This is an optimization exercise on Yosys and OpenROAD, whose aim is small area, not a production implementation. Only simulation tests tie the RTL to the original design; equivalence was not proved. Power is estimated from default activity; no workload was simulated.

Setup of P:
Design chip8_top, start of the top module:
module chip8_top (
  input  logic        clk,
  input  logic        reset,
  input  logic [7:0]  mem_rdata,
  output logic        mem_read,
  output logic        mem_write,
  output logic [11:0] mem_addr,
  output logic [7:0]  mem_wdata
);
  localparam logic [3:0] S_CLR  = 4'd0;
  localparam logic [3:0] S_F0   = 4'd1;
  localparam logic [3:0] S_F1   = 4'd2;
  localparam logic [3:0] S_EX0  = 4'd3;
  localparam logic [3:0] S_EX1  = 4'd4;
  localparam logic [3:0] S_EX2  = 4'd5;
  localparam logic [3:0] S_SK1  = 4'd6;
  localparam logic [3:0] S_SK2  = 4'd7;
  localparam logic [3:0] S_ST33 = 4'd8;
  localparam logic [3:0] S_ST55 = 4'd9;
  logic [3:0]  st, st_n;
  logic [3:0]  rp;
  logic [3:0]  sp, sp_n;
  logic [11:0] pc, pc_n;
  logic [11:0] ireg, i_n;
  logic [7:0]  irh, irh_n;
  logic [7:0]  t, t_n;
  logic        f, f_n;
  logic [7:0]  vr [16];
  logic [11:0] sr [16];
  logic        vwe;
  logic [7:0]  vnew;
  logic        push;
  wire [7:0]  lo   = mem_rdata;
  wire [3:0]  c    = irh[7:4];
  wire [3:0]  x    = irh[3:0];
  wire [3:0]  y    = lo[7:4];
  wire [3:0]  n    = lo[3:0];
  wire [7:0]  head = vr[0];
  wire        atX  = (rp == x);
  wire        atY  = (rp == y);
  wire        at0  = (rp == 4'd0);
  wire        atF  = (rp == 4'd15);
  wire [11:0] pc1  = pc + 12'd1;
  logic       inv_a, inv_b;
  logic [1:0] bsel;
  logic [7:0] op_a, op_b, sum;
  ...
make LEC_CHECK=0 CAP_MARGIN=20 CORE_MARGIN=2 CORE_UTILIZATION=40 CTS_BUF_LIST=sky130_fd_sc_hd__clkbuf_4 SLEW_MARGIN=20 finish   # period 10.0 ns
run.sh (not shown) runs the stock make flow with config.mk's settings and CLKGATE_MAP_FILE= SYNTH_SCRIPT=/design/flow/synth_recipe.tcl, a recipe that flattens the netlist after the stock synthesis.
#### Input delta (Q over P)
Settings: swapping 40 for 60 in CORE_UTILIZATION; clearing CTS_BUF_LIST, which used to be sky130_fd_sc_hd__clkbuf_4.
--- outcome ---
- Sort P and Q by final period demand of the worst path, descending, and P comes first.
- Looking at endpoint of the most critical setup path, the pc[10] result is from Q; the mem_wdata[3] one comes from P.
- Re ratio of final minimum period to clock period: P and Q aren't equal, and the lower value belongs to Q.
- Taking P as 1.0, Q lands at 1.16 on detailed-route wire length per cell.
- The worst-path cell with the longest stage delay comes out sky130_fd_sc_hd__fa_1 in one run and sky130_fd_sc_hd__edfxtp_1 in the other, namely in Q and P respectively.
- Going from P to Q, part of the power in the clock network went up, clock-cell share of area was more or less identical, final instance area dropped 1.6%, relative area change from synthesis to final layout went down 1.8 points, cell-internal power now sits higher.
- NOTE met2 wirelength from detailed routing P->Q increased slightly
- P -> Q: number of setup buffers added after CTS delta 0, exact match
- Summary — non-clock buffer count, Q relative to P: lower, by 2.
Input changes introduced in R (baseline for comparison: Q):
Settings: changing CORE_UTILIZATION from 60 to 40.
### Flow results
Looking at Q and R, the worst path arrival time is a wash. Final-layout clock buffer total was lower in Q than in R. For vertical extent of the die, dividing the value from R by the value from Q gives 1.2. Via count of the first global-routing pass, Q and R: smaller value in R. Share of cell area taken by flip-flops and latches, Q and R, lower one = R. When R is measured against Q, its first-pass GRT wire length turns out about 1.2% lower. The met3 layer wire length in the routed design was comparable across Q and R. Diff Q -> R | wire length per cell | decrease of about 11%. Comparing R with Q, the maximum achievable frequency came out essentially unchanged. Initial cell density of the core (higher): Q. Comparing Q and R, the lower clock network fraction of design power is on Q.

* * *

Another version of the RTL of chip8_top (not shown whole).
Design chip8_top, start of the top module:
module chip8_top (
  input  logic        clk,
  input  logic        reset,
  input  logic [7:0]  mem_rdata,
  output logic        mem_read,
  output logic        mem_write,
  output logic [11:0] mem_addr,
  output logic [7:0]  mem_wdata
);
export LEC_CHECK = 0
export ABC_AREA = 1
export CAP_MARGIN = 20
export CORE_MARGIN = 2
export CORE_UTILIZATION = 60
export CTS_CLUSTER_DIAMETER = 80
export CTS_CLUSTER_SIZE = 36
export SLEW_MARGIN = 20
create_clock -name core_clock -period 10.0 [get_ports {clk}]
standard.sh (not shown) runs the stock make flow with config.mk's settings and CLKGATE_MAP_FILE= SYNTH_SCRIPT=/design/flow/synth_recipe.tcl, a recipe that flattens the netlist after the stock synthesis.
==> flow/flow/run.sh <==
#!/bin/bash
# The standard layout (standard.sh), with two changes:
#  - synthesis maps the logic with an area-oriented ABC script
#    (flow/abc_area.script); registers are mapped before ABC runs, so they
#    keep the standard synthesis's names and cell types
#  - the port buffers are the smallest plain buffer (buf_1)
set -euo pipefail
here=$(pwd)
rm -rf "$here/scripts_local"
cp -r "$FLOW_HOME/scripts" "$here/scripts_local"
cp "$here/flow/abc_area.script" "$here/scripts_local/abc_area.script"
export BUFFER_PORTS_ARGS="-buffer_cell sky130_fd_sc_hd__buf_1"
bash standard.sh SCRIPTS_DIR="$here/scripts_local" finish > "$here/standard.log" 2>&1
==> flow/flow/abc_area.script <==
strash
&get -n
&deepsyn -T 60
&put
dch -f
amap
topo
Then changed:
==> flow/run.sh (new file) <==
#!/bin/bash
# synth_recipe.tcl (not shown) runs the flow's synth.tcl, then flattens the netlist and writes it again
# the make line also repeats each setting of config.mk as NAME=value (left out here)
make -C /OpenROAD-flow-scripts/flow DESIGN_CONFIG=/design/flow/config.mk WORK_HOME=/design/flow/orfs CLKGATE_MAP_FILE= SYNTH_SCRIPT=/design/flow/synth_recipe.tcl finish
Settings changed: ABC_AREA 1 to default, CTS_CLUSTER_DIAMETER 80 to 100, CTS_CLUSTER_SIZE 36 to 30, GPL_TIMING_DRIVEN from default to 0.
removed: flow/flow/run.sh
removed: flow/flow/abc_area.script
removed: flow/standard.sh
The changed run ran to the end with no violations; design area rose by roughly a tenth; maximum frequency fell by a few percent; total power rose slightly; die area rose by a little under a tenth.
Then changed:
==> flow/flow/run.sh (new file) <==
#!/bin/bash
# The standard layout (standard.sh), with two changes:
#  - synthesis maps the logic with an area-oriented ABC script
#    (flow/abc_area.script); registers are mapped before ABC runs, so they
#    keep the standard synthesis's names and cell types
#  - the port buffers are the smallest plain buffer (buf_1)
set -euo pipefail
here=$(pwd)
rm -rf "$here/scripts_local"
cp -r "$FLOW_HOME/scripts" "$here/scripts_local"
cp "$here/flow/abc_area.script" "$here/scripts_local/abc_area.script"
export BUFFER_PORTS_ARGS="-buffer_cell sky130_fd_sc_hd__buf_1"
bash standard.sh SCRIPTS_DIR="$here/scripts_local" finish > "$here/standard.log" 2>&1
==> flow/flow/abc_area.script (new file) <==
strash
&get -n
&deepsyn -T 60
&put
dch -f
amap
topo
==> flow/standard.sh (new file) <==
#!/bin/bash
# synth_recipe.tcl (not shown) runs the flow's synth.tcl, then flattens the netlist and writes it again
# the make line also repeats each setting of config.mk as NAME=value (left out here)
make -C /OpenROAD-flow-scripts/flow DESIGN_CONFIG=/design/flow/config.mk WORK_HOME=/design/flow/orfs CLKGATE_MAP_FILE= SYNTH_SCRIPT=/design/flow/synth_recipe.tcl "${@:-finish}"
Settings changed: ABC_AREA from default to 1, GPL_TIMING_DRIVEN 0 to default.
removed: flow/run.sh
After rerunning: Wire length goes down by 17%; synthesized area goes down by 8.3%; via count goes down by 7.8%; critical path depth goes up by 2; utilization goes down by 0.79 points; maximum frequency goes up by 2.6%; non-clock buffer count goes down by 31; total power goes down by 3.5%.
Then changed:
==> flow/run.sh (new file) <==
#!/bin/bash
# synth_recipe.tcl (not shown) runs the flow's synth.tcl, then flattens the netlist and writes it again
# the make line also repeats each setting of config.mk as NAME=value (left out here)
make -C /OpenROAD-flow-scripts/flow DESIGN_CONFIG=/design/flow/config.mk WORK_HOME=/design/flow/orfs CLKGATE_MAP_FILE= SYNTH_SCRIPT=/design/flow/synth_recipe.tcl finish
Settings changed: ABC_AREA 1 to default, CORE_UTILIZATION 60 to 40, CTS_CLUSTER_DIAMETER 100 to default, CTS_CLUSTER_SIZE 30 to default.
removed: flow/flow/run.sh
removed: flow/flow/abc_area.script
removed: flow/standard.sh
Final area increases by about a fifth.
Routed wire length went up by a few percent.
Non-clock buffer count goes up by 11.
Global-route usage falls by 9.2 points.
Total power came out higher by about a fifth.
Core utilization went down by 18 points.
Clock skew is lower by 0.030 ns.
Clock power rose by well over a third.
Maximum frequency climbs slightly.
Worst setup slack improved by 0.065 ns.
Then changed:
==> flow/flow/run.sh (new file) <==
#!/bin/bash
# The standard layout (standard.sh), with two changes:
#  - synthesis maps the logic with an area-oriented ABC script
#    (flow/abc_area.script); registers are mapped before ABC runs, so they
#    keep the standard synthesis's names and cell types
#  - the port buffers are the smallest plain buffer (buf_1)
set -euo pipefail
here=$(pwd)
rm -rf "$here/scripts_local"
cp -r "$FLOW_HOME/scripts" "$here/scripts_local"
cp "$here/flow/abc_area.script" "$here/scripts_local/abc_area.script"
export BUFFER_PORTS_ARGS="-buffer_cell sky130_fd_sc_hd__buf_1"
bash standard.sh SCRIPTS_DIR="$here/scripts_local" finish > "$here/standard.log" 2>&1
==> flow/flow/abc_area.script (new file) <==
strash
&get -n
&deepsyn -T 60
&put
dch -f
amap
topo
==> flow/standard.sh (new file) <==
#!/bin/bash
# synth_recipe.tcl (not shown) runs the flow's synth.tcl, then flattens the netlist and writes it again
# the make line also repeats each setting of config.mk as NAME=value (left out here)
make -C /OpenROAD-flow-scripts/flow DESIGN_CONFIG=/design/flow/config.mk WORK_HOME=/design/flow/orfs CLKGATE_MAP_FILE= SYNTH_SCRIPT=/design/flow/synth_recipe.tcl "${@:-finish}"
Settings changed: ABC_AREA from default to 1, CAP_MARGIN 20 to 0, CORE_UTILIZATION 40 to 55, CTS_CLUSTER_DIAMETER from default to 100, CTS_CLUSTER_SIZE from default to 30, GPL_TIMING_DRIVEN from default to 0, SLEW_MARGIN 20 to 0.
removed: flow/run.sh
After rerunning:
- sequential share of layout area went up by 9.8 points
- clock-buffer cell count went down by 24
- non-clock buffer count falls by 21
Then changed:
==> flow/run.sh (new file) <==
#!/bin/bash
# synth_recipe.tcl (not shown) runs the flow's synth.tcl, then flattens the netlist and writes it again
# the make line also repeats each setting of config.mk as NAME=value (left out here)
make -C /OpenROAD-flow-scripts/flow DESIGN_CONFIG=/design/flow/config.mk WORK_HOME=/design/flow/orfs CLKGATE_MAP_FILE= SYNTH_SCRIPT=/design/flow/synth_recipe.tcl finish
Settings changed: ABC_AREA 1 to default, CAP_MARGIN 0 to 20, CORE_UTILIZATION 55 to 60, GPL_TIMING_DRIVEN 0 to default, SLEW_MARGIN 0 to 20.
removed: flow/flow/run.sh
removed: flow/flow/abc_area.script
removed: flow/standard.sh
Outcome: Die area barely changes. Non-clock buffer count goes up by 20. Design area goes up by roughly a tenth. Wire length goes up by roughly a tenth.

* * *

The RTL this note starts from:
==> flow/design.v <==
package chip8_pkg;
  typedef logic [7:0] byte_t;
endpackage
`timescale 1ns/1ps
module chip8_top (
  input  logic        clk,
  input  logic        reset,
  input  logic [7:0]  mem_rdata,
  output logic        mem_read,
  output logic        mem_write,
  output logic [11:0] mem_addr,
  output logic [7:0]  mem_wdata
);
  localparam logic [3:0] S_CLR  = 4'd0;
  localparam logic [3:0] S_F0   = 4'd1;
  localparam logic [3:0] S_F1   = 4'd2;
  localparam logic [3:0] S_EL   = 4'd3;
  localparam logic [3:0] S_EXY  = 4'd4;
  localparam logic [3:0] S_EXX  = 4'd5;
  localparam logic [3:0] S_EXF  = 4'd6;
  localparam logic [3:0] S_SWF  = 4'd7;
  localparam logic [3:0] S_STTW = 4'd8;
  localparam logic [3:0] S_INC  = 4'd9;
  localparam logic [3:0] S_SKP  = 4'd10;
  localparam logic [3:0] S_STH  = 4'd12;
  localparam logic [3:0] S_STT  = 4'd13;
  localparam logic [3:0] S_STU  = 4'd14;
  localparam logic [3:0] S_ST55 = 4'd15;
  logic [3:0]  st, st_n;
  logic [3:0]  rp;
  logic [3:0]  sp, sp_n;
  logic [11:0] pc, pc_n;
  logic [11:0] ireg, i_n;
  logic [7:0]  irh, irh_n;
  logic [7:0]  t, t_n;
  logic [7:0]  vr [16];
  logic [11:0] sr [16];
  logic        vwe;
  logic        push;
  logic        inc;
  logic        sk;
  wire [7:0]  lo   = mem_rdata;
  wire [3:0]  c    = irh[7:4];
  wire [3:0]  x    = irh[3:0];
  wire [3:0]  y    = lo[7:4];
  wire [3:0]  n    = lo[3:0];
  wire [7:0]  head = vr[0];
  wire        atX  = (rp == x);
  wire        atY  = (rp == y);
  wire        at0  = (rp == 4'd0);
  wire        atF  = (rp == 4'd15);
  wire        atSP = (rp == sp);
  logic       za, ia, ib, k100, k10, ck;
  logic       rs, rg, rr, rl;
  logic [7:0] op_a, op_b, p, g, sum, res;
  logic [8:0] cy;
  logic       cout, zero;
  always_comb begin
    za   = 1'b0;
    ia   = 1'b0;
    ib   = 1'b0;
    k100 = 1'b0;
    k10  = 1'b0;
    ck   = 1'b0;
    rs   = 1'b1;
    rg   = 1'b0;
    rr   = 1'b0;
    rl   = 1'b0;
    case (c)
      4'h6: za = 1'b1;
      4'h3, 4'h4, 4'h5, 4'h9: ib = 1'b1;
      4'h8: begin
        case (n)
          4'h0: za = 1'b1;
          4'h1: begin ck = 1'b1; rg = 1'b1; end
          4'h2: begin rs = 1'b0; rg = 1'b1; end
          4'h3: ck = 1'b1;
          4'h5: ib = 1'b1;
          4'h6: begin rs = 1'b0; rr = 1'b1; end
          4'h7: ia = 1'b1;
          4'hE: begin rs = 1'b0; rl = 1'b1; end
          default: ;
        endcase
      end
      default: ;
    endcase
    if (st == S_STH || st == S_STT) begin
      za   = 1'b1;
      ia   = 1'b1;
      k100 = (st == S_STH);
      k10  = (st == S_STT);
    end
    if (st == S_CLR || st == S_EXF) begin
      rs = 1'b0;
      rg = 1'b0;
      rr = 1'b0;
      rl = 1'b0;
    end
  end
  assign op_a = ((head & {8{~za}}) | (k100 ? 8'h64 : 8'h00) | (k10 ? 8'h0A : 8'h00)) ^ {8{ia}};
  assign op_b = t ^ {8{ib}};
  assign p    = op_a ^ op_b;
  assign g    = op_a & op_b;
  assign cy[0] = ia | ib;
  for (genvar k = 0; k < 8; k++) begin : g_carry
    assign cy[k + 1] = ~ck & (g[k] | (p[k] & cy[k]));
  end
  assign sum  = p ^ cy[7:0];
  assign cout = cy[8];
  assign zero = (sum == 8'd0);
  assign res  = (sum & {8{rs}}) | (g & {8{rg}}) | ({1'b0, head[7:1]} & {8{rr}}) |
                ({head[6:0], 1'b0} & {8{rl}}) | {7'd0, (st == S_EXF) & t[0]};
  logic fl, valid8, flagop;
  always_comb begin
    fl     = cout;
    valid8 = 1'b1;
    flagop = 1'b1;
    case (n)
      4'h0, 4'h1, 4'h2, 4'h3: flagop = 1'b0;
      4'h6: fl = head[0];
      4'h7: fl = cout & ~zero;
      4'hE: fl = head[7];
      4'h4, 4'h5: ;
      default: begin valid8 = 1'b0; flagop = 1'b0; end
    endcase
  end
  wire skip = zero ^ (c == 4'h4 || c == 4'h9);
  logic [1:0] bsel;
  logic       oh;
  wire        storing = (st[3:2] == 2'b11);
  wire [3:0]  off4    = storing ? ((st == S_ST55) ? rp : {2'b00, st[1:0]}) : {2'b00, sk, inc};
  wire [11:0] base    = (bsel == 2'd0) ? pc : (bsel == 2'd1) ? ireg : (bsel == 2'd2) ? sr[0] : {x, t};
  wire [11:0] addr    = base + (oh ? {4'd0, head} : {8'd0, off4});
  assign mem_addr  = addr;
  assign mem_wdata = (st == S_ST55) ? head : ((st == S_STU) ? t : {4'd0, rp});
  wire is_ret  = (c == 4'h0) && (x == 4'h0) && (lo == 8'hEE);
  wire is_f1e  = (lo == 8'h1E);
  wire is_f33  = (lo == 8'h33);
  wire is_f55  = (lo == 8'h55);
  wire need_y  = ((c == 4'h5 || c == 4'h9) && n == 4'h0) || (c == 4'h8 && valid8);
  logic is_nop;
  always_comb begin
    case (c)
      4'h0:             is_nop = !is_ret;
      4'h5, 4'h9:       is_nop = (n != 4'h0);
      4'h8:             is_nop = !valid8;
      4'hC, 4'hD, 4'hE: is_nop = 1'b1;
      4'hF:             is_nop = !(is_f1e || is_f33 || is_f55);
      default:          is_nop = 1'b0;
    endcase
  end
  always_comb begin
    st_n  = st;
    pc_n  = pc;
    sp_n  = sp;
    i_n   = ireg;
    t_n   = t;
    irh_n = irh;
    vwe   = 1'b0;
    push  = 1'b0;
    inc   = 1'b0;
    sk    = 1'b0;
    bsel  = storing ? 2'd1 : 2'd0;
    oh    = 1'b0;
    mem_read  = 1'b0;
    mem_write = 1'b0;
    case (st)
      S_CLR: begin
        vwe = 1'b1;
        if (atF)
          st_n = S_F0;
      end
      S_F0: begin
        mem_read = 1'b1;
        st_n     = S_F1;
      end
      S_F1: begin
        mem_read = 1'b1;
        inc      = 1'b1;
        pc_n     = addr;
        irh_n    = lo;
        st_n     = S_EL;
      end
      S_EL: begin
        mem_read = 1'b1;
        t_n      = lo;
        if (is_ret)
          sp_n = sp - 4'd1;
        if (is_nop)
          st_n = S_INC;
        else if (need_y)
          st_n = S_EXY;
        else if (c == 4'hF && is_f55)
          st_n = S_SWF;
        else
          st_n = S_EXX;
      end
      S_EXY: begin
        mem_read = 1'b1;
        if (atY) begin
          t_n  = head;
          st_n = S_EXX;
        end
      end
      S_EXX: begin
        mem_read = 1'b1;
        case (c)
          4'h0: begin
            if (atSP) begin
              bsel = 2'd2;
              inc  = 1'b1;
              pc_n = addr;
              st_n = S_F0;
            end
          end
          4'h1: begin
            bsel = 2'd3;
            pc_n = addr;
            st_n = S_F0;
          end
          4'h2: begin
            if (atSP) begin
              push = 1'b1;
              bsel = 2'd3;
              sp_n = sp + 4'd1;
              pc_n = addr;
              st_n = S_F0;
            end
          end
          4'h3, 4'h4, 4'h5, 4'h9: begin
            if (atX)
              st_n = skip ? S_SKP : S_INC;
          end
          4'h6, 4'h7: begin
            if (atX) begin
              vwe  = 1'b1;
              st_n = S_INC;
            end
          end
          4'h8: begin
            if (atX) begin
              vwe = 1'b1;
              t_n = {t[7:1], fl};
              if (flagop)
                st_n = S_EXF;
              else
                st_n = S_INC;
            end
          end
          4'hA: begin
            bsel = 2'd3;
            i_n  = addr;
            st_n = S_INC;
          end
          4'hB: begin
            if (at0) begin
              bsel = 2'd3;
              oh   = 1'b1;
              pc_n = addr;
              st_n = S_F0;
            end
          end
          default: begin
            if (atX) begin
              if (is_f1e) begin
                bsel = 2'd1;
                oh   = 1'b1;
                i_n  = addr;
                st_n = S_INC;
              end else begin
                t_n  = head;
                st_n = S_SWF;
              end
            end
          end
        endcase
      end
      S_INC, S_SKP: begin
        inc  = 1'b1;
        sk   = (st == S_SKP);
        pc_n = addr;
        st_n = S_F0;
      end
      S_EXF: begin
        mem_read = 1'b1;
        if (atF) begin
          vwe  = 1'b1;
          st_n = S_INC;
        end
      end
      S_SWF: begin
        mem_read = 1'b1;
        if (atF) begin
          inc  = 1'b1;
          pc_n = addr;
          st_n = lo[1] ? S_STH : S_ST55;
        end
      end
      S_ST55: begin
        mem_write = 1'b1;
        if (rp == x)
          st_n = S_F0;
      end
      S_STH, S_STT: begin
        if (cout)
          t_n = sum;
        else begin
          mem_write = 1'b1;
          st_n      = (st == S_STH) ? S_STTW : S_STU;
        end
      end
      S_STTW: begin
        if (atF)
          st_n = S_STT;
      end
      S_STU: begin
        mem_write = 1'b1;
        st_n      = S_F0;
      end
      default: st_n = S_CLR;
    endcase
  end
  always_ff @(posedge clk or posedge reset) begin
    if (reset) begin
      st   <= S_CLR;
      rp   <= 4'd0;
      sp   <= 4'd0;
      pc   <= 12'h200;
      ireg <= 12'd0;
    end else begin
      st   <= st_n;
      rp   <= rp + 4'd1;
      sp   <= sp_n;
      pc   <= pc_n;
      ireg <= i_n;
    end
  end
  always_ff @(posedge clk) begin
    irh <= irh_n;
    t   <= t_n;
    for (int k = 0; k < 15; k++) begin
      vr[k] <= vr[k + 1];
      sr[k] <= sr[k + 1];
    end
    vr[15] <= vwe ? res : vr[0];
    sr[15] <= push ? pc : sr[0];
  end
endmodule
export LEC_CHECK = 0
export ABC_AREA = 1
export CAP_MARGIN = 20
export CORE_MARGIN = 2
export CORE_UTILIZATION = 65
export CTS_CLUSTER_DIAMETER = 100
export CTS_CLUSTER_SIZE = 30
export SLEW_MARGIN = 20
create_clock -name core_clock -period 10.0 [get_ports {clk}]
==> flow/flow/run.sh <==
#!/bin/bash
# The standard layout (standard.sh), with two changes:
#  - synthesis maps the logic with an area-oriented ABC script
#    (flow/abc_area.script); registers are mapped before ABC runs, so they
#    keep the standard synthesis's names and cell types
#  - the port buffers are the smallest plain buffer (buf_1)
set -euo pipefail
here=$(pwd)
rm -rf "$here/scripts_local"
cp -r "$FLOW_HOME/scripts" "$here/scripts_local"
cp "$here/flow/abc_area.script" "$here/scripts_local/abc_area.script"
export BUFFER_PORTS_ARGS="-buffer_cell sky130_fd_sc_hd__buf_1"
bash standard.sh SCRIPTS_DIR="$here/scripts_local" finish > "$here/standard.log" 2>&1
==> flow/flow/abc_area.script <==
strash
&get -n
&deepsyn -T 60
&put
dch -f
amap
topo
Edit:
==> flow/flow/run.sh (replaced) <==
#!/bin/bash
set -o pipefail
export BUFFER_PORTS_ARGS="-buffer_cell sky130_fd_sc_hd__buf_1"
cp standard.sh standard_copy.log 2>/dev/null
bash standard.sh > standard.log 2>&1
ABC_AREA = not set   (was 1)
CORE_UTILIZATION = 60   (was 65)
removed: flow/flow/abc_area.script
Result: The changed run finished with timing, DRC and antenna clean; final cell count came out higher by 6.0%; die area goes up by 18%; non-clock buffer count goes up by 2; sequential power barely changes.
Edit:
==> flow/flow/run.sh (replaced) <==
#!/bin/bash
# The standard layout (standard.sh), with two changes:
#  - synthesis maps the logic with an area-oriented ABC script
#    (flow/abc_area.script); registers are mapped before ABC runs, so they
#    keep the standard synthesis's names and cell types
#  - the port buffers are the smallest plain buffer (buf_1)
set -euo pipefail
here=$(pwd)
rm -rf "$here/scripts_local"
cp -r "$FLOW_HOME/scripts" "$here/scripts_local"
cp "$here/flow/abc_area.script" "$here/scripts_local/abc_area.script"
export BUFFER_PORTS_ARGS="-buffer_cell sky130_fd_sc_hd__buf_1"
bash standard.sh SCRIPTS_DIR="$here/scripts_local" finish > "$here/standard.log" 2>&1
==> flow/flow/abc_area.script (new file) <==
strash
&get -n
&deepsyn -T 60
&put
dch -f
amap
topo
ABC_AREA = 1   (was not set)
CAP_MARGIN = 0   (was 20)
SLEW_MARGIN = 0   (was 20)
Synthesized area falls by 8.3%; sequential share of layout area came out higher by 4.5 points; cell area decreases by about 7%; via count went down by about 5%; wire length went down by about 9%; synthesized cell count fell by 6.9%; sequential cell count stays the same; die area falls by 8.0%; worst setup slack improved by 0.12 ns; global-route usage goes down by 0.43 points; non-clock buffer count falls by 2.
Edit:
GPL_TIMING_DRIVEN = 0   (was not set)
=> Setup slack got worse by 0.20 ns; wire length went down by 4.4%; core utilization drops by 0.29 points; sequential power hardly moves; global-route usage is lower by 1.1 points; clock-buffer cell count goes down by 1; non-clock buffer count came out lower by 9; area after synthesis stays the same; final area goes down by 0.43%; power fell by 1.4%; die area stays the same.

==> re-timing with driven ports <==
How much do the figures lean on ideal ports? The routed layouts below were timed once more, with nothing changed but the port constraints.
Step 1 (the two cells are an assumption about what drives the block):
set clk [get_ports {clk}]
set_driving_cell -lib_cell sky130_fd_sc_hd__clkbuf_16 $clk
set_driving_cell -lib_cell sky130_fd_sc_hd__buf_2 [delete_from_list [all_inputs] $clk]
Step 2 also shifts input and output timing later by t, the mid clock arrival at the registers, as if the neighbouring blocks saw the same clock.
Three values: ideal, step 1, step 2; two values: the first two.
| run | shift t [ns] | slack for setup (ns) | clock arrival spread, ns | worst data-port slew with drivers (ns) |
|---|---|---|---|---|
| P | 0.790 | 3.018 / 2.974 / 2.623 | 0.069 / 0.069 | 0.07 |
| Q | 0.558 | 3.114 / 3.135 / 2.577 | 0.024 / 0.024 | 0.04 |
| R | 0.570 | 3.119 / 3.146 / 2.577 | 0.019 / 0.019 | 0.07 |
| the first run of note 2 | 0.546 | 0.481 / 0.429 / 0.429 | 0.047 / 0.047 | 0.05 |
| the second run of note 2 | 0.559 | 0.213 / 0.181 / 0.181 | 0.023 / 0.022 | 0.04 |
| the third run of note 2 | 0.565 | 0.462 / 0.408 / 0.408 | 0.049 / 0.049 | 0.05 |
| the fourth run of note 2 | 0.568 | 0.527 / 0.504 / 0.504 | 0.019 / 0.019 | 0.03 |
| the fifth run of note 2 | 0.553 | 0.441 / 0.404 / 0.404 | 0.037 / 0.037 | 0.04 |
| the sixth run of note 2 | 0.545 | 0.573 / 0.535 / 0.535 | 0.040 / 0.040 | 0.05 |
| the first run of note 3 | 0.555 | 0.207 / 0.178 / 0.178 | 0.028 / 0.027 | 0.04 |
| the second run of note 3 | 0.559 | 0.452 / 0.415 / 0.415 | 0.035 / 0.034 | 0.04 |
| the third run of note 3 | 0.552 | 0.575 / 0.520 / 0.520 | 0.021 / 0.021 | 0.05 |
| the fourth run of note 3 | 0.554 | 0.372 / 0.289 / 0.289 | 0.044 / 0.044 | 0.08 |
After both steps every run listed still meets setup and hold. For R, which loses most, drivers alone change the setup slack by +0.027 ns; drivers and shift together by -0.542 ns.
